From an optimization exercise on the open Yosys and OpenROAD flow, aimed at small area and few clock cycles per item; shortcuts taken in it are not production practice.
Function was checked by simulation only, so behaviour that the tests miss may differ from the original.
The clock port is modelled as an ideal driver; clocking choices that lean on that would not hold on a real chip.

==> flow/design.v, too long to show whole: its modules and the start of the top module <==
// module brtm_front: 42 lines
// module brtm_sel: 22 lines
// module brtm_hi: 16 lines
// module brtm_mul: 651 lines
// module brtm_qest: 458 lines
// module brtm_corr: 73 lines
// module brtm_add40: 150 lines
// module brtm_add38: 155 lines
// module brtm_msb20: 41 lines
// module brtm_gt16: 35 lines
// module brtm_sub32: 122 lines
// module brtm_sub13: 46 lines
// module brtm_add32c: 121 lines
// module brtm_inc32: 91 lines
// module brtm_fa: 10 lines
// module brtm_maj: 8 lines
// module brtm_aoi22: 9 lines
// module brtm_xnor2: 7 lines
// module brtm_majn: 8 lines
// module brtm_ha: 9 lines
// module brtm_decide: 38 lines
// module banded_temperature_motor_regulator_core: 216 lines
module banded_temperature_motor_regulator_core #(
  parameter int TEMP_WIDTH = 12,
  parameter int TIME_WIDTH = 32,
  localparam int IN_DW = ((TEMP_WIDTH + TIME_WIDTH + 7) / 8) * 8
) (
  input  logic                              clk,
  input  logic                              rst_n,
  input  logic                              in_tvalid,
  output logic                              in_tready,
  input  logic [IN_DW-1:0]                  in_tdata,
  output logic                              out_tvalid,
  input  logic                              out_tready,
  output logic [brtm_pkg::OUT_DW-1:0]       out_tdata,
  input  logic                              cfg_we,
  input  logic [brtm_pkg::CFG_IDX_W-1:0]    cfg_index,
  input  logic [brtm_pkg::CFG_DATA_W-1:0]   cfg_wdata
);
  // ...
==> flow/flow/run.sh <==
#!/bin/bash
# Layout flow: the standard flow (standard.sh, synthesis unchanged) with
# smaller port buffers and a clock tree without dummy loads. The make output
# goes to standard.log here; ORFS keeps each tool's log under orfs/logs.
export BUFFER_PORTS_ARGS="-buffer_cell sky130_fd_sc_hd__buf_1"
export CTS_ARGS="-sink_clustering_enable -repair_clock_nets -sink_clustering_size 18 -sink_clustering_max_diameter 150 -dont_use_dummy_load"
bash standard.sh > standard.log 2>&1
==> flow/standard.sh <==
#!/bin/bash
# synth_recipe.tcl (not shown) runs the flow's synth.tcl, then flattens the netlist and writes it again
# the make line also repeats each setting of config.mk as NAME=value (left out here)
make -C /OpenROAD-flow-scripts/flow DESIGN_CONFIG=/design/flow/config.mk WORK_HOME=/design/flow/orfs CLKGATE_MAP_FILE= SYNTH_SCRIPT=/design/flow/synth_recipe.tcl "${@:-finish}"
==> flow/config.mk <==
export PLATFORM = sky130hd
export DESIGN_NAME = banded_temperature_motor_regulator_core
export DESIGN_NICKNAME = banded_temperature_motor_regulator_core
export VERILOG_FILES = /design/flow/design.v
export SDC_FILE = /design/flow/constraint.sdc
export NUM_CORES = 4
export LEC_CHECK = 0
export CAP_MARGIN = 20
export CORE_MARGIN = 2
export CORE_UTILIZATION = 40
export CTS_CLUSTER_DIAMETER = 150
export CTS_CLUSTER_SIZE = 18
export PLACE_DENSITY = 0.6
export SLEW_MARGIN = 20
export SYNTH_HIERARCHICAL = 1
export SYNTH_MINIMUM_KEEP_SIZE = 0
==> flow/constraint.sdc <==
create_clock -name core_clock -period 9.0 [get_ports {clk}]
set_input_delay 1.8000 -clock core_clock [delete_from_list [all_inputs] [get_ports {clk}]]
set_output_delay 1.8000 -clock core_clock [all_outputs]
set_load 0.01 [all_outputs]
==> flow_summary_export.csv, run 1 <==
group,metric,value,unit
finish,register_area,7530,µm²
drt,wl_met3,4530,µm
critical_path,end_kind,"output port",
synth,synthCells,3013,
finish,seq_share,21.9,%
critical_path,crit_end,"out_tdata[93]",
placed_design,portBuffers,166,
outcome,status,"no timing/DRC/antenna violations",
finish,fillCellCount,7725,
drt,drtPass1Iterations,6,
drt,final_antenna_net_count,0,
floorplan,row_count,103,
finish,final_cell_area,34500,µm²
critical_path,cp.required,7.20,ns
synth,yosysWarnings,7,
finish,bufAreaShareNonClock,2.87,%
finish,clock_area_share,1.52,%
timing,setup_ws,0.429,ns
finish,nClkBuffers,21,
finish,design.seq.count,305,
finish,drive_gt1_share,11.5,%
placed_design,pre_cts_ws,1.05,ns
timing,setup_viol,0,
finish,fin_util,43.6,%
timing,report.final.slew_viol_count,0,
drt,dr_wl_met2,36500,µm
finish,largest_class,"multi-input combinational cells",
critical_path,worst-path-stages,24,
clock_tree,clkSinkCount,305,
global_routing,grt_antenna_before_repair,0,
finish,syn_to_final_growth,7.68,%
finish,signal_buffers,214,
global_routing,track_usage,19.4,%
drt,top_layer_used,"met4",
clock_tree,path_clk_slew,0.08,ns
critical_path,worstPathCellList,"inv_1 -> fa_1 -> fa_1 -> fa_1 -> ha_1 -> a21oi_1 -> o21ai_1 -> nor4_1 -> a31oi_1 -> xnor2_1 -> inv_1 -> inv_1 -> fa_1 -> inv_1 -> fa_1 -> a211oi_2 -> o211ai_1 -> and3_1 -> o211ai_1 -> nand2_1 -> buf_4 -> nand2b_4 -> o22a_1 -> buf_1",
timing,hold_viol,0,
floorplan,core-area,79100,µm²
Testbench counts, summed over its fixed seeds: cycles 16,096, items 16,000.
==> run 2, diff against run 1 <==
--- a/flow/flow/run.sh
+++ b/flow/flow/run.sh
@@ -4,4 +4,5 @@
 # goes to standard.log here; ORFS keeps each tool's log under orfs/logs.
 export BUFFER_PORTS_ARGS="-buffer_cell sky130_fd_sc_hd__buf_1"
 export CTS_ARGS="-sink_clustering_enable -repair_clock_nets -sink_clustering_size 18 -sink_clustering_max_diameter 150 -dont_use_dummy_load"
+export RECOVER_POWER=100
 bash standard.sh > standard.log 2>&1
==> run 2 against run 1 <==
Compared with the run above:
- now fails the layout checks on max-capacitance violations, max-slew violations
- wire length increased by 0.10%
- clock-buffer cell count did not move
- synthesized cell count unchanged
- global-route usage unchanged
- cell count unchanged
- via count is 0.24% lower
- register-to-register slack got worse by 0.76 ns
- largest cell class unchanged
==> flow_summary_export.csv, run 2 <==
group,metric,value,unit
drt,final_antenna_net_count,0,
timing,max_freq,117,MHz
clock_tree,path_clk_slew,0.08,ns
finish,layout_common_cells,"fa_1 (396), nand2_1 (375), inv_1 (354)",
timing,setup_ws,0.436,ns
placed_design,place_hpwl,60700,µm
clock_tree,clock-root-buffer,"clkbuf_16",
drt,vias_per_cell,5.19,
clock_tree,hold_buffers,0,
global_routing,grt_pass1_wl,127000,µm
finish,drive_gt1_share,9.79,%
global_routing,grt_max_degree,82,
synth,yosysWarnings,7,
placed_design,place_area,33900,µm²
critical_path,critical_path.max_fanout,14,
timing,grt_setup_unrepaired,"no",
finish,largest_register_ffs,48,
synth,synthCells,3013,
floorplan,row_count,103,
min_path,hold_path_class,"flip-flop to flip-flop",
floorplan,die_y,287,µm
finish,top_regs,"total_r x48, r1_p x40",
floorplan,core-area,79100,µm²
run,drv_cap,9,
finish,syn_to_final_growth,6.92,%
global_routing,gr-total-overflow,0,
drt,first_iter_violations,1247,
min_path,hp-start,"r1_want[2]",
critical_path,crit_start,"r2_q[13]",
finish,top_register,"total_r",
drt,drtPass1Iterations,5,
placed_design,pre_cts_ws,1.05,ns
timing,worst_pin_slew,3.37,ns
critical_path,reg2reg_slack,0.63,ns
clock_tree,cts_buffer_depth,3,
clock_tree,clkLatencyLatePin,0.57,ns
timing,holdWs,0.424,ns
critical_path,reg2reg_depth,23,
placed_design,gp_congestion,0.925,
timing,maxSlewHeadroom,-125,%
placed_design,portBuffers,166,
critical_path,critPathKind,"flip-flop to output port",
floorplan,start_util,40.5,%
timing,report.final.slew_viol_count,472,
global_routing,track_usage,19.4,%
finish,n_antenna_cell,0,
clock_tree,clkSinkCount,305,
clock_tree,cts_tree,"yes",
min_path,holdPathStages,0,
clock_tree,cts_buffers,21,
finish,fin_util,43.3,%
timing,fin_crit,8.56,ns
outcome,status,"complete, but fails checks",
outcome,violations,"max-capacitance violations, max-slew violations",
clock_tree,cts_setup_buffers,0,
floorplan,dieArea,82300,µm²
timing,setup_viol,0,
finish,nNetsFinal,3881,
critical_path,critPathLaunchType,"flip-flop",
timing,clock_skew,0.0484,ns
finish,final_common_cell,"fa_1",
floorplan,io_pins,178,
timing,fin_crit_sh,95.2,%
timing,setup-tns-final,0,ns
critical_path,arrival,6.76,ns
floorplan,dieWidth,287,µm
global_routing,grt_antenna_before_repair,0,
synth,synth_area,32000,µm²
drt,wirelength,78600,µm
synth,syn_avg_cell_area,10.6,µm²
drt,dr_total_vias,21900,
timing,hold_viol,0,
critical_path,cp.required,7.20,ns
finish,final_cell_area,34200,µm²
critical_path,rr_startpoint,"r0_code[0]",
drt,drcViolationCount,0,
critical_path,end_kind,"output port",
global_routing,first_global_vias,22300,
drt,wl_per_cell,18.6,µm
clock_tree,htreeDepth,1,
==> run 2: cell count changes in the layout (fill, tap and decap cells not counted), sizes merged <==
cell and delta:
buf -13, clkbuf +13
==> run 2: layout make-up <==
class,count,area (µm²)
fill,7786,44900
multi-input combinational,2273,22600
sequential,305,7530
inverter,355,1330
tap,1050,1310
timing repair buffer,214,943
clock buffer,21,526
==> run 2: final timing paths <==
| kind | end |
|---|---|
| hold / removal | r2_want[2] |
| setup reg to reg | last_r[25] |
| hold reg to reg | r2_want[2] |
| setup / recovery | out_tdata[96] |
==> run 2: routing by layer <==
metal / vias up / routed length [µm] / share of wire (%) / global-route usage (%)
li1: 10500 / - / - / -
met1: 10900 / 35800 / 46 / 26.8
met2: 472 / 36500 / 46 / 31.8
met3: 75 / 4660 / 5.9 / 3.49
met4: 0 / 1590 / 2.0 / 4.14
met5: - / 0 / 0 / 0
==> run 2: critical path: stages, from the launching register on <==
cell,delay [ns]
edfxtp_1,0.51
inv_1,0.10
fa_1,0.50
fa_1,0.54
fa_1,0.50
ha_1,0.33
a21oi_1,0.15
o21ai_1,0.08
nor4_1,0.25
a31oi_1,0.18
xnor2_1,0.15
inv_1,0.16
inv_1,0.08
fa_1,0.35
inv_1,0.07
fa_1,0.23
a211oi_2,0.09
o211ai_1,0.31
and3_1,0.34
o211ai_1,0.12
nand2_1,0.37
buf_4,0.26
nand2b_4,0.14
o22a_1,0.23
buf_1,0.15
==> run 2: what timing repair did <==
action,CTS,global route
resized for setup,0,1
endpoints found under the hold margin,0,0
setup endpoints to repair,0,22
==> run 2: per-stage QoR <==
stage	cells
detailed placement	4197
global placement	4197
global route	4218
floorplan	3026
CTS	4218
finish	4218
==> run 3, diff against run 2 <==
==> flow/flow/run.sh (replaced) <==
#!/bin/bash
# Layout flow: the standard flow (standard.sh, synthesis unchanged) with
# smaller port buffers and a clock tree without dummy loads. The make output
# goes to standard.log here; ORFS keeps each tool's log under orfs/logs.
export BUFFER_PORTS_ARGS="-buffer_cell sky130_fd_sc_hd__buf_1"
export CTS_ARGS="-sink_clustering_enable -repair_clock_nets -sink_clustering_size 14 -sink_clustering_max_diameter 120 -dont_use_dummy_load -buf_list sky130_fd_sc_hd__clkbuf_8"
bash standard.sh > standard.log 2>&1
==> run 3 against run 2 <==
Compared with the run above:
- sequential share of layout area about the same
- critical endpoint is now out_tdata[68]
- area after synthesis unchanged
- global-route usage about the same
- maximum frequency up 0.15%
- now clean on timing, DRC and antenna
- wire length up 0.15%
==> flow_summary_export.csv, run 3 <==
group,metric,value,unit
finish,nNetsFinal,3886,
critical_path,critPathLaunchType,"flip-flop",
global_routing,grt_antenna_before_repair,1,
placed_design,gp_congestion,0.925,
floorplan,row_count,103,
critical_path,cp.required,7.20,ns
floorplan,io_pins,178,
global_routing,grt_pass1_wl,126000,µm
timing,clock_skew,0.0394,ns
timing,fin_crit_sh,95.0,%
finish,top_regs,"total_r x48, r1_p x40",
synth,yosysWarnings,7,
synth,synthCells,3013,
drt,dr_total_vias,22000,
clock_tree,clock-root-buffer,"clkbuf_8",
clock_tree,cts_buffer_depth,3,
finish,top_register,"total_r",
drt,wirelength,78700,µm
outcome,status,"no timing/DRC/antenna violations",
floorplan,dieArea,82300,µm²
critical_path,end_kind,"output port",
clock_tree,hold_buffers,0,
finish,largest_register_ffs,48,
floorplan,die_y,287,µm
placed_design,place_hpwl,60700,µm
clock_tree,htreeDepth,1,
finish,fin_cells,4224,
drt,drtPass1Iterations,5,
min_path,hold_path_class,"flip-flop to flip-flop",
floorplan,core-area,79100,µm²
finish,drive_gt1_share,11.7,%
timing,fin_crit,8.55,ns
global_routing,grt_max_degree,82,
timing,max_freq,117,MHz
placed_design,pre_cts_ws,1.05,ns
finish,final_common_cell,"fa_1",
finish,fin_util,43.4,%
global_routing,first_global_vias,22300,
synth,syn_avg_cell_area,10.6,µm²
synth,synth_area,32000,µm²
critical_path,crit_top_cell,"fa_1",
run,drv_cap,0,
timing,maxSlewHeadroom,28.4,%
timing,setup_viol,0,
floorplan,dieWidth,287,µm
clock_tree,path_clk_slew,0.10,ns
critical_path,cp_slowest_cell,"fa_1",
timing,holdWs,0.418,ns
drt,final_antenna_net_count,0,
placed_design,place_area,33900,µm²
timing,report.final.slew_viol_count,0,
critical_path,worstPathCellList,"inv_1 -> fa_1 -> fa_1 -> fa_1 -> ha_1 -> a21oi_1 -> o21ai_1 -> nor4_1 -> a31oi_1 -> xnor2_1 -> inv_1 -> inv_1 -> fa_1 -> inv_1 -> fa_1 -> a211oi_2 -> o211ai_1 -> and3_1 -> or2_1 -> nand2b_1 -> fa_1 -> xor2_1 -> nand2b_1 -> buf_1",
clock_tree,clkSinkCount,305,
critical_path,critPathKind,"flip-flop to output port",
finish,multi_input_area,22800,µm²
timing,grt_setup_unrepaired,"no",
drt,wl_per_cell,18.6,µm
drt,vias_per_cell,5.20,
finish,syn_to_final_growth,7.17,%
placed_design,portBuffers,166,
finish,layout_common_cells,"fa_1 (396), nand2_1 (374), inv_1 (353)",
drt,first_iter_violations,1247,
critical_path,worst-path-buf-inv,5,
critical_path,path_delay_family,"adder cells",
drt,drcViolationCount,0,
critical_path,critical_path.max_fanout,6,
floorplan,start_util,40.5,%
critical_path,critical-path-max-stage-delay,0.54,ns
clock_tree,clkLatencyLatePin,0.65,ns
finish,final_cell_area,34300,µm²
critical_path,arrival,6.75,ns
placed_design,placed_cells,4197,
finish,fillCellCount,7736,
finish,register_area,7530,µm²
global_routing,track_usage,19.4,%
timing,hold_viol,0,
timing,worst_pin_slew,1.07,ns
timing,setup-tns-final,0,ns
clock_tree,cts_buffers,26,
global_routing,gr-total-overflow,0,
timing,setup_ws,0.448,ns
clock_tree,cts_tree,"yes",
run 3: cell types whose count changed in the layout (fill, tap and decap cells not counted), moves of 5 or more:
cell       before  now
clkbuf_8        0   26
clkbuf_16      21    0
clkbuf_1       13    0
buf_4          35   47
maj3_1          9    0
maj3_2         63   72
nor4_1         22   15
nor4_2          2    9
a22oi_1         7    2
a22oi_2       119  124
run 3: layer usage:
metal  vias up  share of wire [%]  GRT usage, %
met5         -                  0             0
met4         0                2.3          4.48
met3        93                6.1          3.82
met2       488                 46          31.5
met1     10900                 45          26.7
li1      10500                  -             -
run 3: final cells by class:
type | instances | area share [%]
antenna | 1 | 0.00729
sequential | 305 | 22.0
timing repair buffer | 214 | 2.89
inverter | 355 | 3.88
clock buffer | 26 | 1.04
multi-input combinational | 2273 | 66.4
tap | 1050 | 3.83
run 3: path summary, 6_finish.rpt:
kind / start / to / slack [ns] / cells after the start
min: r1_want[7] / r2_want[7] / 0.42 / 0
max reg2reg: r0_code[0] / last_r[25] / 1.39 / 23
min reg2reg: r1_want[7] / r2_want[7] / 0.42 / 0
max: r2_q[13] / out_tdata[68] / 0.45 / 24
run 3: repair_timing:
item                       in CTS  in global routing
hold endpoints to repair        0                  0
buffers inserted                0                  0
gates resized for setup         0                  3
setup endpoints to repair       0                 48
==> module brtm_sel, before the edit <==
module brtm_sel (
  input  wire [39:0] p,
  input  wire        chg,
  input  wire [31:0] qe,
  output wire [31:0] q,
  output wire [8:0]  plo
);
  localparam logic [39:0] PSAT = 40'h82301fff7e;
  wire [40:0] ge;
  assign ge[0] = 1'b1;
  for (genvar i = 0; i < 40; i++) begin : g_ge
    if (PSAT[i]) begin : g1
      assign ge[i+1] = p[i] & ge[i];
    end else begin : g0
      assign ge[i+1] = p[i] | ge[i];
    end
  end
  wire sat    = chg & ge[40];
  wire keep   = chg & ~ge[40] & (|p[39:7]);
  assign q   = ({32{keep}} & qe) | {32{sat}};
  assign plo = ({9{chg}} & p[8:0]) | {9{sat}};
endmodule
==> module banded_temperature_motor_regulator_core, before the edit <==
module banded_temperature_motor_regulator_core #(
  parameter int TEMP_WIDTH = 12,
  parameter int TIME_WIDTH = 32,
  localparam int IN_DW = ((TEMP_WIDTH + TIME_WIDTH + 7) / 8) * 8
) (
  input  logic                              clk,
  input  logic                              rst_n,
  input  logic                              in_tvalid,
  output logic                              in_tready,
  input  logic [IN_DW-1:0]                  in_tdata,
  output logic                              out_tvalid,
  input  logic                              out_tready,
  output logic [brtm_pkg::OUT_DW-1:0]       out_tdata,
  input  logic                              cfg_we,
  input  logic [brtm_pkg::CFG_IDX_W-1:0]    cfg_index,
  input  logic [brtm_pkg::CFG_DATA_W-1:0]   cfg_wdata
);
  logic [7:0]  hi_r, lo_r, band_r;
  logic        one_hi_r;
  logic [11:0] setpoint_r;
  logic [15:0] interval_r;
  logic        wr_two, ge;
  logic [7:0]  wv, other;
  logic [8:0]  gc;
  assign wr_two = cfg_index[0];
  assign wv     = cfg_wdata[7:0];
  assign other  = (one_hi_r ^ wr_two) ? lo_r : hi_r;
  assign gc[0] = 1'b1;
  for (genvar i = 0; i < 8; i++) begin : g_ge
    brtm_maj u_m (.a(wv[i]), .b(~other[i]), .c(gc[i]), .y(gc[i+1]));
  end
  assign ge = gc[8];
  always_ff @(posedge clk) begin
    if (!rst_n) begin
      hi_r       <= 8'd255;
      lo_r       <= 8'd0;
      one_hi_r   <= 1'b1;
      setpoint_r <= '0;
      band_r     <= 8'd1;
      interval_r <= 16'd10000;
    end else if (cfg_we) begin
      case (cfg_index)
        3'd0, 3'd1: begin
          hi_r     <= ge ? wv : other;
          lo_r     <= ge ? other : wv;
          one_hi_r <= ge ^ wr_two;
        end
        3'd2: setpoint_r <= cfg_wdata[11:0];
        3'd3: band_r     <= cfg_wdata[7:0];
        3'd4: interval_r <= cfg_wdata[15:0];
        default: ;
      endcase
    end
  end
  logic [6:0] d_r;
  logic [7:0] dd;
  logic [8:0] dc;
  assign dc[0] = 1'b1;
  for (genvar i = 0; i < 8; i++) begin : g_d
    brtm_fa u_fa (.a(hi_r[i]), .b(~lo_r[i]), .c(dc[i]), .s(dd[i]), .co(dc[i+1]));
  end
  always_ff @(posedge clk) d_r <= dd[7:1];
  logic [7:0]  cur_r;
  logic [31:0] last_r;
  logic [11:0] prev_r;
  logic [47:0] total_r;
  logic        r0_v, r1_v, r2_v;
  logic [2:0]  r0_code;
  logic [31:0] r0_time;
  logic [39:0] r1_p;
  logic [7:0]  r1_want;
  logic        r1_chg;
  logic [31:0] r2_q;
  logic [8:0]  r2_plo;
  logic [7:0]  r2_app, r2_want;
  logic        r2_chg;
  logic ld0, ld1, ld2;
  assign ld2 = !r2_v || out_tready;
  assign ld1 = !r1_v || ld2;
  assign ld0 = !r0_v || ld1;
  assign in_tready = ld0;
  logic [2:0] code;
  brtm_front u_front (
    .t        (in_tdata[11:0]),
    .prev     (prev_r),
    .setpoint (setpoint_r),
    .band     (band_r),
    .code     (code)
  );
  always_ff @(posedge clk) begin
    if (!rst_n) begin
      prev_r <= '0;
      r0_v   <= 1'b0;
    end else if (ld0) begin
      r0_v <= in_tvalid;
      if (in_tvalid) prev_r <= in_tdata[11:0];
    end
  end
  always_ff @(posedge clk) begin
    if (ld0) begin
      r0_code <= code;
      r0_time <= in_tdata[43:12];
    end
  end
  logic [7:0]  want;
  logic        neq, igt, chg;
  logic [32:0] esum;
  logic [31:0] elapsed;
  logic [39:0] p;
  brtm_decide u_dec (
    .hi   (hi_r),
    .lo   (lo_r),
    .d    (d_r),
    .code (r0_code),
    .cur  (cur_r),
    .want (want),
    .neq  (neq)
  );
  brtm_sub32 u_esub (
    .a (r0_time),
    .b (last_r),
    .s (esum)
  );
  assign elapsed = esum[31:0];
  brtm_gt16 u_igt (
    .a  (elapsed[15:0]),
    .b  (interval_r),
    .gt (igt)
  );
  assign chg = neq && ((|elapsed[31:16]) || igt);
  brtm_mul u_mul (
    .e (elapsed),
    .c (cur_r),
    .p (p)
  );
  always_ff @(posedge clk) begin
    if (!rst_n) begin
      cur_r  <= '0;
      last_r <= '0;
      r1_v   <= 1'b0;
    end else if (ld1) begin
      r1_v <= r0_v;
      if (r0_v && chg) begin
        cur_r  <= want;
        last_r <= r0_time;
      end
    end
  end
  always_ff @(posedge clk) begin
    if (ld1) begin
      r1_p    <= p;
      r1_want <= want;
      r1_chg  <= chg;
    end
  end
  logic [31:0] qe;
  brtm_qest u_qest (
    .p (r1_p),
    .q (qe)
  );
  logic [31:0] q_nx;
  logic [8:0]  plo_nx;
  brtm_sel u_sel (
    .p   (r1_p),
    .chg (r1_chg),
    .qe  (qe),
    .q   (q_nx),
    .plo (plo_nx)
  );
  always_ff @(posedge clk) begin
    if (!rst_n) r2_v <= 1'b0;
    else if (ld2) r2_v <= r1_v;
  end
  always_ff @(posedge clk) begin
    if (ld2) begin
      r2_q    <= q_nx;
      r2_plo  <= plo_nx;
      r2_app  <= cur_r;
      r2_want <= r1_want;
      r2_chg  <= r1_chg;
    end
  end
  logic        corr, cin;
  logic [31:0] step;
  logic [32:0] lsum;
  logic [47:0] total_out;
  brtm_corr u_corr (
    .p    (r2_plo),
    .q    (r2_q[19:0]),
    .corr (corr)
  );
  assign cin = corr;
  brtm_inc32 u_inc (
    .a  (r2_q),
    .ci (cin),
    .s  (step)
  );
  brtm_add32c u_tadd (
    .a  (total_r[31:0]),
    .b  (r2_q),
    .ci (cin),
    .s  (lsum)
  );
  brtm_hi u_hi (
    .hi    (total_r[47:32]),
    .c     (lsum[32]),
    .lo    (lsum[31:0]),
    .total (total_out)
  );
  always_ff @(posedge clk) begin
    if (!rst_n) total_r <= '0;
    else if (r2_v && out_tready) total_r <= total_out;
  end
  assign out_tvalid = r2_v;
  assign out_tdata  = {7'd0, total_out, step, r2_chg, r2_want, r2_app};
endmodule
==> run 4, diff against run 3 <==
--- a/flow/design.v
+++ b/flow/design.v
@@ -80,7 +80,7 @@
   wire sat    = chg & ge[40];
   wire keep   = chg & ~ge[40] & (|p[39:7]);
   assign q   = ({32{keep}} & qe) | {32{sat}};
-  assign plo = ({9{chg}} & p[8:0]) | {9{sat}};
+  assign plo = {chg & p[8], p[7:0]} | {9{sat}};
 endmodule
 module brtm_hi (
   input  wire [15:0] hi,
@@ -2206,11 +2206,10 @@
   logic [2:0]  r0_code;
   logic [31:0] r0_time;
   logic [39:0] r1_p;
-  logic [7:0]  r1_want;
   logic        r1_chg;
   logic [31:0] r2_q;
   logic [8:0]  r2_plo;
-  logic [7:0]  r2_app, r2_want;
+  logic [7:0]  r2_app;
   logic        r2_chg;
   logic ld0, ld1, ld2;
   assign ld2 = !r2_v || out_tready;
@@ -2286,9 +2285,8 @@
   end
   always_ff @(posedge clk) begin
     if (ld1) begin
-      r1_p    <= p;
-      r1_want <= want;
-      r1_chg  <= chg;
+      r1_p   <= {p[39:8], chg ? p[7:0] : want};
+      r1_chg <= chg;
     end
   end
   logic [31:0] qe;
@@ -2314,7 +2312,6 @@
       r2_q    <= q_nx;
       r2_plo  <= plo_nx;
       r2_app  <= cur_r;
-      r2_want <= r1_want;
       r2_chg  <= r1_chg;
     end
   end
@@ -2327,7 +2324,7 @@
     .q    (r2_q[19:0]),
     .corr (corr)
   );
-  assign cin = corr;
+  assign cin = corr && r2_chg;
   brtm_inc32 u_inc (
     .a  (r2_q),
     .ci (cin),
@@ -2350,6 +2347,6 @@
     else if (r2_v && out_tready) total_r <= total_out;
   end
   assign out_tvalid = r2_v;
-  assign out_tdata  = {7'd0, total_out, step, r2_chg, r2_want, r2_app};
+  assign out_tdata  = {7'd0, total_out, step, r2_chg, r2_chg ? r2_app : r2_plo[7:0], r2_app};
 endmodule
 `default_nettype wire
--- a/flow/flow/run.sh
+++ b/flow/flow/run.sh
@@ -4,4 +4,5 @@
 # goes to standard.log here; ORFS keeps each tool's log under orfs/logs.
 export BUFFER_PORTS_ARGS="-buffer_cell sky130_fd_sc_hd__buf_1"
 export CTS_ARGS="-sink_clustering_enable -repair_clock_nets -sink_clustering_size 14 -sink_clustering_max_diameter 120 -dont_use_dummy_load -buf_list sky130_fd_sc_hd__clkbuf_8"
+export POST_CTS_TCL="$PWD/flow/post_cts.tcl"
 bash standard.sh > standard.log 2>&1
==> flow/flow/post_cts.tcl (new file) <==
# After clock tree synthesis and its timing repair: downsize gates on paths
# with positive slack; global route then repairs slew, capacitance and
# timing with its own parasitics.
repair_timing -recover_power 100 -verbose
detailed_placement
check_placement -verbose
==> run 4 against run 3 <==
Compared with the run above:
- still clean on timing, DRC and antenna
- critical endpoint is now out_tdata[70]
- sequential share of layout area down 1.1 points
- clock skew up 0.10 ns
- critical path type unchanged
==> flow_summary_export.csv, run 4 <==
group,metric,value,unit
global_routing,first_global_vias,22200,
min_path,holdPathStages,2,
floorplan,die_y,285,µm
drt,drtPass1Iterations,5,
floorplan,io_pins,178,
clock_tree,clkLatencyLatePin,0.67,ns
finish,top_regs,"total_r x48, r1_p x40",
drt,wirelength,77900,µm
timing,hold_viol,0,
floorplan,start_util,40.5,%
global_routing,use_met2,33.0,%
clock_tree,path_clk_slew,0.09,ns
synth,synth_area,31500,µm²
finish,drive_gt1_share,11.9,%
global_routing,gr-total-overflow,0,
critical_path,reg2reg_depth,23,
critical_path,critPathKind,"flip-flop to output port",
min_path,hold_path_class,"flip-flop to flip-flop",
outcome,status,"no timing/DRC/antenna violations",
drt,wl_per_cell,18.4,µm
clock_tree,clkSinkCount,289,
finish,fin_cells,4236,
placed_design,portBuffers,166,
timing,maxSlewHeadroom,23.0,%
drt,dr_total_vias,22000,
finish,fin_util,43.6,%
placed_design,placed_cells,4188,
critical_path,cp.required,7.20,ns
finish,final_cell_area,33900,µm²
finish,layout_common_cells,"fa_1 (396), nand2_1 (360), inv_1 (349)",
synth,synthCells,3015,
timing,worst_pin_slew,1.15,ns
timing,grt_setup_unrepaired,"no",
timing,fin_crit_sh,94.8,%
drt,drcViolationCount,0,
global_routing,grt_use_met3,2.01,%
finish,largest_register_ffs,48,
drt,first_iter_violations,1240,
placed_design,gp_congestion,0.886,
timing,report.final.slew_viol_count,0,
global_routing,track_usage,19.2,%
global_routing,grt_max_degree,74,
timing,clock_skew,0.142,ns
finish,final_common_cell,"fa_1",
critical_path,arrival,6.73,ns
floorplan,dieWidth,285,µm
placed_design,place_hpwl,59600,µm
timing,setup_viol,0,
synth,yosysWarnings,7,
drt,final_antenna_net_count,0,
critical_path,critPathLaunchType,"flip-flop",
drt,vias_per_cell,5.18,
synth,syn_avg_cell_area,10.4,µm²
critical_path,critical_path.max_fanout,5,
floorplan,row_count,102,
placed_design,place_area,33400,µm²
critical_path,end_kind,"output port",
global_routing,met1_usage,26.5,%
global_routing,grt_antenna_before_repair,1,
run,drv_cap,0,
clock_tree,cts_tree,"yes",
timing,fin_crit,8.53,ns
global_routing,grt-busiest-layer,"met2",
global_routing,grt_pass1_wl,125000,µm
timing,setup-tns-final,0,ns
finish,nNetsFinal,3908,
finish,top_register,"total_r",
finish,syn_to_final_growth,7.56,%
timing,max_freq,117,MHz
floorplan,dieArea,81000,µm²
floorplan,core-area,77700,µm²
## run 4: changes by cell type in the layout (fill, tap and decap cells not counted), sizes merged, moves of 8 or more
cell,before,now
nor2,31,39
o211ai,21,12
o21bai,5,13
buf,213,224
nand2,377,364
clkbuf,27,37
edfxtp,142,126
a21oi,82,182
a21boi,97,4
mux2,14,30
## run 4: worst max-delay path, stage by stage (launching register included)
cell and delay [ns]:
edfxtp_1 0.51, inv_1 0.10, fa_1 0.49, fa_1 0.53, fa_1 0.51, ha_1 0.34, nand2_1 0.07, o21ai_1 0.07
nor4_1 0.22, a31oi_1 0.16, xnor2_1 0.16, inv_1 0.05, and2_0 0.25, inv_1 0.11, fa_1 0.16, inv_1 0.05
fa_1 0.40, a211oi_1 0.27, o211ai_1 0.19, and3_1 0.27, or2_1 0.23, o21a_1 0.20, fa_1 0.37, xor2_1 0.14
nand2b_1 0.16, buf_1 0.14
## run 4: area by class of cell
type                    count  area (µm²)
fillers                  7569       43900
diodes                      1        2.50
multi-input cells        2289       22600
flip-flops and latches    289        7050
repair buffers            236        1260
well taps                1040        1300
clock buffers              25         344
inverters                 356        1340
## run 4: metrics by stage
stage	setup slack [ns]	hold slack (ns)
6_report	0.466	0.460
3_3_place_gp	0.939	0.443
5_1_grt	0.0246	0.482
2_1_floorplan	0.109	0.434
3_5_place_dp	0.929	0.448
## run 4: path summary, 6_finish.rpt
kind | to | slack, ns | startpoint
worst max-delay path | out_tdata[70] | 0.47 | r2_q[14]
worst min-delay path | interval_r[14] | 0.46 | interval_r[14]
worst max register to register | last_r[24] | 1.03 | r0_code[0]
worst min register to register | interval_r[14] | 0.46 | interval_r[14]
## run 4: routing by layer
layer | part of all wire (%) | up-vias
li1 | - | 10500
met1 | 46 | 10900
met2 | 48 | 453
met3 | 4.0 | 60
met4 | 1.5 | 0
met5 | 0 | -
Testbench counts of run 4, summed over its fixed seeds: cycles 16,096, items 16,000.
==> run 5, diff against run 4 <==
--- a/flow/flow/run.sh
+++ b/flow/flow/run.sh
@@ -4,5 +4,4 @@
 # goes to standard.log here; ORFS keeps each tool's log under orfs/logs.
 export BUFFER_PORTS_ARGS="-buffer_cell sky130_fd_sc_hd__buf_1"
 export CTS_ARGS="-sink_clustering_enable -repair_clock_nets -sink_clustering_size 14 -sink_clustering_max_diameter 120 -dont_use_dummy_load -buf_list sky130_fd_sc_hd__clkbuf_8"
-export POST_CTS_TCL="$PWD/flow/post_cts.tcl"
 bash standard.sh > standard.log 2>&1
removed: flow/flow/post_cts.tcl
==> run 5 against run 4 <==
Compared with the run above:
- maximum frequency about the same
- clock-buffer cell count unchanged
- wire length down 0.12%
- core utilization down 0.098 points
- worst setup slack worse by 0.0015 ns
- cell area down 0.23%
- clock skew down 0.0026 ns
==> flow_summary_export.csv, run 5 <==
group,metric,value,unit
finish,nNetsFinal,3888,
drt,final_antenna_net_count,0,
global_routing,track_usage,19.2,%
floorplan,io_pins,178,
drt,drtPass1Iterations,5,
global_routing,grt_antenna_before_repair,1,
placed_design,gp_congestion,0.886,
timing,grt_setup_unrepaired,"no",
drt,wirelength,77800,µm
timing,fin_crit_sh,94.8,%
synth,syn_avg_cell_area,10.4,µm²
floorplan,dieArea,81000,µm²
critical_path,critical_path.max_fanout,5,
clock_tree,cts_tree,"yes",
critical_path,critical-path-max-stage-delay,0.53,ns
global_routing,grt_pass1_wl,125000,µm
critical_path,end_kind,"output port",
min_path,hold_path_class,"flip-flop to flip-flop",
finish,top_regs,"total_r x48, r1_p x40",
drt,drcViolationCount,0,
drt,dr_total_vias,21900,
finish,largest_register_ffs,48,
clock_tree,cts_buffers,25,
synth,yosysWarnings,7,
drt,wl_per_cell,18.5,µm
synth,synth_area,31500,µm²
global_routing,grt_max_degree,74,
finish,fillCellCount,7558,
finish,final_common_cell,"fa_1",
timing,max_freq,117,MHz
critical_path,crit_top_cell,"fa_1",
timing,setup-tns-final,0,ns
drt,vias_per_cell,5.18,
critical_path,arrival,6.74,ns
placed_design,placed_cells,4188,
clock_tree,cts_buffer_depth,3,
timing,hold_viol,0,
finish,register_area,7050,µm²
clock_tree,clkLatencyLatePin,0.67,ns
clock_tree,clkSinkCount,289,
timing,holdWs,0.460,ns
timing,maxSlewHeadroom,23.5,%
critical_path,critPathKind,"flip-flop to output port",
finish,layout_common_cells,"fa_1 (396), nand2_1 (360), inv_1 (354)",
synth,synthCells,3015,
drt,first_iter_violations,1163,
clock_tree,htreeDepth,1,
floorplan,die_y,285,µm
global_routing,gr-total-overflow,0,
critical_path,cp_slowest_cell,"fa_1",
floorplan,dieWidth,285,µm
timing,clock_skew,0.140,ns
timing,report.final.slew_viol_count,0,
finish,top_register,"total_r",
floorplan,core-area,77700,µm²
placed_design,place_hpwl,59600,µm
global_routing,first_global_vias,22300,
finish,fin_cells,4216,
clock_tree,path_clk_slew,0.09,ns
critical_path,cp.required,7.20,ns
clock_tree,clock-root-buffer,"clkbuf_8",
finish,syn_to_final_growth,7.32,%
outcome,status,"no timing/DRC/antenna violations",
timing,setup_viol,0,
finish,multi_input_area,22700,µm²
floorplan,row_count,102,
placed_design,portBuffers,166,
run,drv_cap,0,
timing,fin_crit,8.54,ns
critical_path,critPathLaunchType,"flip-flop",
finish,drive_gt1_share,12.4,%
timing,worst_pin_slew,1.15,ns
floorplan,start_util,40.5,%
## run 5: final timing paths
kind,from,to,slack [ns],depth (start not counted)
worst max-delay path,r2_q[7],out_tdata[70],0.46,25
worst min-delay path,interval_r[14],interval_r[14],0.46,2
worst max register to register,r0_code[0],last_r[24],1.29,23
worst min register to register,interval_r[14],interval_r[14],0.46,2
## run 5: worst max-delay path, delay by kind of cell, from the launching register on
kind                       cells  cell delay (ns)
adders and majority gates      7             2.80
and+or+nand+nor                6             1.17
AOI/OAI and AO/OA              5             0.82
buffers and inverters          5             0.56
DFF                            1             0.50
xor gates and xnor gates       2             0.30
## run 5: routing by layer
| layer | GRT usage [%] | part of all wire [%] | vias to the layer above |
|---|---|---|---|
| li1 | - | - | 10500 |
| met1 | 26.5 | 46 | 10900 |
| met2 | 32.9 | 48 | 419 |
| met3 | 2.06 | 3.8 | 64 |
| met4 | 3.24 | 1.6 | 0 |
| met5 | 0 | 0 | - |
## run 5: final cells by class
cell class | count | share of cell area, %
tap | 1040 | 3.85
timing repair buffer | 216 | 3.04
clock buffer | 25 | 1.02
sequential | 289 | 20.9
antenna | 1 | 0.00741
multi-input combinational | 2289 | 67.2
inverter | 356 | 3.96
## run 5: repair_timing
item                                    CTS  global route
resized for setup                         0             4
setup buffers                             0             1
endpoints found under the setup margin    0            46
hold buffers                              0             0
## run 5: stage by stage
| stage | utilization (%) | cell area, µm² | setup slack, ns |
|---|---|---|---|
| 3_5_place_dp | 43.0 | 33400 | 0.929 |
| 5_1_grt | 43.5 | 33800 | 0.00408 |
| 2_1_floorplan | - | 31500 | 0.109 |
| 6_report | 43.5 | 33800 | 0.465 |
| 3_3_place_gp | 43.0 | 33400 | 0.939 |
| 4_1_cts | 43.4 | 33700 | 0.256 |
==> run 6, diff against run 5 <==
--- a/flow/config.mk
+++ b/flow/config.mk
@@ -7,10 +7,10 @@
 export LEC_CHECK = 0
 export CAP_MARGIN = 20
 export CORE_MARGIN = 2
-export CORE_UTILIZATION = 40
+export CORE_UTILIZATION = 60
 export CTS_CLUSTER_DIAMETER = 150
 export CTS_CLUSTER_SIZE = 18
-export PLACE_DENSITY = 0.6
+export PLACE_DENSITY = 0.75
 export SLEW_MARGIN = 20
 export SYNTH_HIERARCHICAL = 1
 export SYNTH_MINIMUM_KEEP_SIZE = 0
==> run 6 against run 5 <==
Compared with the run above:
- cell count down 8.5%
- sequential share of layout area rose by 0.27 points
- still clean on timing, DRC and antenna
- highest routed layer unchanged
- register-to-register slack worse by 0.13 ns
- non-clock buffer count rose by 1
- synthesized cell count unchanged
- worst setup slack worse by 0.14 ns
- critical endpoint unchanged
- global-route usage is 9.1 points higher
- wire length is 3.2% lower
- hold slack lost 0.0020 ns
==> flow_summary_export.csv, run 6 <==
group,metric,value,unit
placed_design,portBuffers,166,
critical_path,worst-path-buf-inv,5,
timing,hold_viol,0,
timing,max_freq,115,MHz
finish,final_common_cell,"fa_1",
drt,vias_per_cell,5.87,
critical_path,cp.required,7.20,ns
drt,drtPass1Iterations,5,
critical_path,rr_startpoint,"r0_code[0]",
critical_path,critPathKind,"flip-flop to output port",
floorplan,dieWidth,233,µm
critical_path,crit_start,"r2_q[14]",
clock_tree,clkLatencyLatePin,0.66,ns
finish,fin_util,64.6,%
drt,wl_per_cell,19.5,µm
min_path,hold_path_class,"flip-flop to flip-flop",
timing,clock_skew,0.114,ns
critical_path,critical-path-max-stage-delay,0.52,ns
critical_path,reg2reg_slack,1.16,ns
placed_design,place_hpwl,59000,µm
finish,largest_register_ffs,48,
clock_tree,cts_buffer_depth,3,
finish,nNetsFinal,3889,
critical_path,critPathLaunchType,"flip-flop",
drt,wirelength,75300,µm
finish,top_regs,"total_r x48, r1_p x40",
critical_path,end_kind,"output port",
synth,yosysWarnings,7,
drt,top_layer_used,"met4",
timing,report.final.slew_viol_count,0,
floorplan,start_util,61.0,%
drt,drcViolationCount,0,
placed_design,place_area,32900,µm²
timing,setup_viol,0,
synth,synth_area,31500,µm²
finish,fillCellCount,4077,
floorplan,dieArea,54300,µm²
finish,layout_common_cells,"fa_1 (396), nand2_1 (360), inv_1 (350)",
clock_tree,hold_buffers,0,
floorplan,row_count,83,
timing,worst_pin_slew,1.07,ns
global_routing,first_global_vias,24000,
synth,syn_avg_cell_area,10.4,µm²
floorplan,io_pins,178,
clock_tree,clock-root-buffer,"clkbuf_8",
global_routing,gr-total-overflow,0,
clock_tree,clkSinkCount,289,
run,drv_cap,0,
finish,drive_gt1_share,12.7,%
drt,wl_met1,31400,µm
finish,final_cell_area,33400,µm²
finish,syn_to_final_growth,5.95,%
outcome,status,"no timing/DRC/antenna violations",
timing,maxSlewHeadroom,28.8,%
floorplan,die_y,233,µm
global_routing,track_usage,28.3,%
clock_tree,cts_buffers,25,
min_path,hp-start,"last_r[13]",
synth,synthCells,3015,
timing,holdWs,0.458,ns
drt,dr_total_vias,22600,
global_routing,grt_antenna_before_repair,1,
critical_path,arrival,6.87,ns
drt,dr_wl_met2,38100,µm
finish,top_register,"total_r",
timing,fin_crit,8.67,ns
floorplan,core-area,51600,µm²
drt,first_iter_violations,1379,
drt,final_antenna_net_count,0,
drt,wl_met3,3010,µm
finish,fin_cells,3857,
clock_tree,path_clk_slew,0.09,ns
timing,fin_crit_sh,96.4,%
critical_path,crit_top_cell,"fa_1",
placed_design,gp_congestion,0.960,
critical_path,path_delay_family,"adder cells",
critical_path,critical_path.max_fanout,6,
clock_tree,htreeDepth,1,
placed_design,placed_cells,3823,
critical_path,cp_slowest_cell,"edfxtp_1",
global_routing,grt_pass1_wl,123000,µm
global_routing,grt_max_degree,97,
clock_tree,cts_tree,"yes",
run 6: repair_timing:
| action | CTS | global route |
|---|---|---|
| resized for setup | 0 | 9 |
| setup endpoints to repair | 0 | 45 |
| setup buffers | 0 | 8 |
run 6: worst reg2reg max path, stage by stage (launching register included):
cell,delay [ns]
edfxtp_1,0.60
mux2_2,0.38
nand2_1,0.08
xnor2_1,0.08
fa_1,0.41
fa_1,0.40
fa_1,0.40
fa_1,0.40
fa_1,0.39
fa_1,0.39
fa_1,0.39
fa_1,0.47
inv_1,0.11
maj3_2,0.19
nand3_1,0.09
a31oi_1,0.56
o22ai_1,0.18
o21ai_1,0.40
xor2_1,0.12
or4_1,0.58
and3_1,0.20
o21a_2,0.19
buf_4,0.33
mux2i_1,0.35
run 6: through the flow:
stage / setup TNS [ns] / worst slack, ns
global route: -0.0417 / -0.0182
detailed placement: 0 / 0.895
floorplan: 0 / 0.109
global placement: 0 / 0.972
CTS: 0 / 0.123
finish: 0 / 0.327
run 6: worst paths after layout:
path / to / cells after the start
worst max register to register: last_r[20] / 23
worst min-delay path: last_r[13] / 2
worst min register to register: last_r[13] / 2
worst max-delay path: out_tdata[70] / 25
run 6: cell type report:
class | instances | area (µm²) | area share, %
clock buffers | 25 | 344 | 1.03
multi-input cells | 2289 | 22800 | 68.2
well taps | 680 | 851 | 2.55
inverters | 356 | 1340 | 4.02
repair buffers | 217 | 1010 | 3.03
diodes | 1 | 2.50 | 0.00750
flip-flops and latches | 289 | 7050 | 21.1
run 6: metal layers:
| metal | track usage (%) | vias up |
|---|---|---|
| met5 | 0 | - |
| met4 | 10.2 | 0 |
| met3 | 2.97 | 167 |
| met2 | 50.4 | 608 |
| met1 | 35.7 | 11400 |
| li1 | - | 10500 |
==> run 7, diff against run 6 <==
==> flow/flow/run.sh (replaced) <==
#!/bin/bash
# Layout flow: the standard flow (standard.sh, synthesis unchanged) with
# smaller port buffers and a clock tree without dummy loads. The make output
# goes to standard.log here; ORFS keeps each tool's log under orfs/logs.
export BUFFER_PORTS_ARGS="-buffer_cell sky130_fd_sc_hd__buf_1"
export CTS_ARGS="-sink_clustering_enable -repair_clock_nets -sink_clustering_size 10 -sink_clustering_max_diameter 100 -dont_use_dummy_load -buf_list {sky130_fd_sc_hd__clkbuf_4 sky130_fd_sc_hd__clkbuf_8}"
bash standard.sh > standard.log 2>&1
--- a/flow/config.mk
+++ b/flow/config.mk
@@ -7,10 +7,10 @@
 export LEC_CHECK = 0
 export CAP_MARGIN = 20
 export CORE_MARGIN = 2
-export CORE_UTILIZATION = 60
+export CORE_UTILIZATION = 40
 export CTS_CLUSTER_DIAMETER = 150
 export CTS_CLUSTER_SIZE = 18
-export PLACE_DENSITY = 0.75
+export PLACE_DENSITY = 0.6
 export SLEW_MARGIN = 20
 export SYNTH_HIERARCHICAL = 1
 export SYNTH_MINIMUM_KEEP_SIZE = 0
==> run 7 against run 6 <==
Compared with the run above:
- worst setup slack gained 0.16 ns
- hold slack lost 0.0026 ns
- cell area grew 1.7%
- die area grew 49%
- wire length grew 3.7%
- critical path type unchanged
- critical endpoint unchanged
- first-iteration DRC count shrank 17%
- clock skew shrank 0.042 ns
==> flow_summary_export.csv, run 7 <==
group,metric,value,unit
finish,final_cell_area,33900,µm²
timing,clock_skew,0.0722,ns
clock_tree,clkSinkCount,289,
clock_tree,hold_buffers,0,
floorplan,dieArea,81000,µm²
clock_tree,cts_buffer_depth,3,
floorplan,start_util,40.5,%
global_routing,grt_max_degree,74,
timing,setup-tns-final,0,ns
outcome,status,"no timing/DRC/antenna violations",
finish,nNetsFinal,3899,
placed_design,gp_congestion,0.886,
finish,register_area,7050,µm²
timing,hold_viol,0,
timing,max_freq,118,MHz
critical_path,arrival,6.71,ns
drt,dr_total_vias,22000,
synth,yosysWarnings,7,
critical_path,critPathKind,"flip-flop to output port",
global_routing,track_usage,19.4,%
floorplan,row_count,102,
finish,layout_common_cells,"fa_1 (396), nand2_1 (360), inv_1 (354)",
finish,syn_to_final_growth,7.79,%
synth,synthCells,3015,
floorplan,core-area,77700,µm²
critical_path,end_kind,"output port",
finish,top_register,"total_r",
timing,worst_pin_slew,1.16,ns
finish,multi_input_area,22700,µm²
finish,fin_cells,4227,
clock_tree,path_clk_slew,0.08,ns
timing,report.final.slew_viol_count,0,
timing,fin_crit,8.51,ns
drt,wirelength,78100,µm
clock_tree,htreeDepth,2,
drt,vias_per_cell,5.19,
run,drv_cap,0,
clock_tree,cts_tree,"yes",
global_routing,grt_antenna_before_repair,1,
clock_tree,clock-root-buffer,"clkbuf_8",
global_routing,first_global_vias,22300,
finish,drive_gt1_share,12.7,%
timing,setup_viol,0,
timing,grt_setup_unrepaired,"no",
timing,fin_crit_sh,94.6,%
finish,final_common_cell,"fa_1",
drt,final_antenna_net_count,0,
critical_path,cp.required,7.20,ns
floorplan,die_y,285,µm
placed_design,placed_cells,4188,
global_routing,gr-total-overflow,0,
min_path,hold_path_class,"flip-flop to flip-flop",
timing,holdWs,0.455,ns
drt,wl_per_cell,18.5,µm
placed_design,portBuffers,166,
timing,maxSlewHeadroom,22.2,%
drt,first_iter_violations,1151,
placed_design,place_hpwl,59600,µm
placed_design,place_area,33400,µm²
synth,synth_area,31500,µm²
drt,drtPass1Iterations,5,
synth,syn_avg_cell_area,10.4,µm²
floorplan,io_pins,178,
critical_path,critical_path.max_fanout,5,
critical_path,critPathLaunchType,"flip-flop",
floorplan,dieWidth,285,µm
finish,largest_register_ffs,48,
global_routing,grt_pass1_wl,125000,µm
finish,top_regs,"total_r x48, r1_p x40",
clock_tree,cts_buffers,36,
drt,drcViolationCount,0,
finish,fillCellCount,7535,
clock_tree,clkLatencyLatePin,0.61,ns
[run 7: repair_timing]
action / CTS / global route
setup endpoints to repair: 0 / 46
resized for setup: 0 / 3
setup buffers: 0 / 1
[run 7: through the flow]
stage | setup WS (ns) | utilization [%]
after floorplan | 0.109 | -
after global placement | 0.939 | 43.0
after detailed placement | 0.929 | 43.0
after CTS | 0.289 | 43.6
after global routing | 0.0350 | 43.7
final | 0.489 | 43.7
[run 7: routing by layer]
layer	routed length (µm)	vias to the layer above	global-route usage (%)
met2	37500	445	32.8
li1	-	10500	-
met4	1450	0	4.20
met3	3100	84	2.38
met5	0	-	0
met1	36000	10900	26.5
[run 7: cell type report]
type	count	area share (%)
multi-input cells	2289	66.9
clock buffers	36	1.46
diodes	1	0.00737
repair buffers	216	3.02
well taps	1040	3.83
flip-flops and latches	289	20.8
inverters	356	3.94
[run 7: path summary, 6_finish.rpt]
path                 start       endpoint  slack, ns  cells past startpoint
min          interval_r[6]  interval_r[6]       0.46                      2
max                r2_q[7]  out_tdata[70]       0.49                     25
max reg2reg     r0_code[0]     last_r[24]       1.32                     23
min reg2reg  interval_r[6]  interval_r[6]       0.46                      2
[run 7: critical path, cell delays in order (launching register included)]
cell and delay [ns]:
edfxtp_1 0.49, inv_1 0.23, fa_1 0.48, fa_1 0.53, fa_1 0.51, ha_1 0.33, nand2_1 0.07, o21ai_1 0.07
nor4_1 0.22, a31oi_1 0.16, xnor2_1 0.15, inv_1 0.04, and2_1 0.22, inv_1 0.09, fa_1 0.16, inv_1 0.05
fa_1 0.41, a211oi_2 0.22, o211ai_1 0.16, and3_1 0.27, or2_1 0.23, o21a_1 0.21, fa_1 0.37, xor2_1 0.14
nand2b_1 0.16, buf_1 0.14

## separate check: timing with driven ports
In the flow no input, the clock included, has a driving cell. The finished layouts below were timed again as built, in two steps. Step 1 (the two cells are an assumption about what drives the block):
set clk [get_ports {clk}]
set_driving_cell -lib_cell sky130_fd_sc_hd__clkbuf_16 $clk
set_driving_cell -lib_cell sky130_fd_sc_hd__buf_2 [delete_from_list [all_inputs] $clk]
Step 2, shift: input delay + t, output delay - t, t = (earliest + latest rising clock arrival at the registers) / 2. This alone moves slack from input paths to output paths. Three values: ideal, step 1, step 2; two values: the first two.
| run | t (ns) | slack for setup (ns) | hold WS [ns] | cell pins on the clock port's net |
|---|---|---|---|---|
| run 1 | 0.618 | 0.429 / 0.357 / 0.975 | 0.422 / 0.422 / 0.422 | 1 |
| run 2 | 0.619 | 0.436 / 0.363 / 0.630 | 0.424 / 0.424 / 0.424 | 1 |
| run 3 | 0.698 | 0.448 / 0.383 / 1.080 | 0.418 / 0.418 / 0.418 | 1 |
| run 4 | 0.662 | 0.466 / 0.407 / 0.913 | 0.460 / 0.460 / 0.460 | 1 |
| run 5 | 0.661 | 0.465 / 0.406 / 1.067 | 0.460 / 0.460 / 0.460 | 1 |
| run 6 | 0.658 | 0.327 / 0.274 / 0.932 | 0.458 / 0.458 / 0.458 | 1 |
| run 7 | 0.635 | 0.489 / 0.435 / 1.069 | 0.455 / 0.455 / 0.455 | 1 |
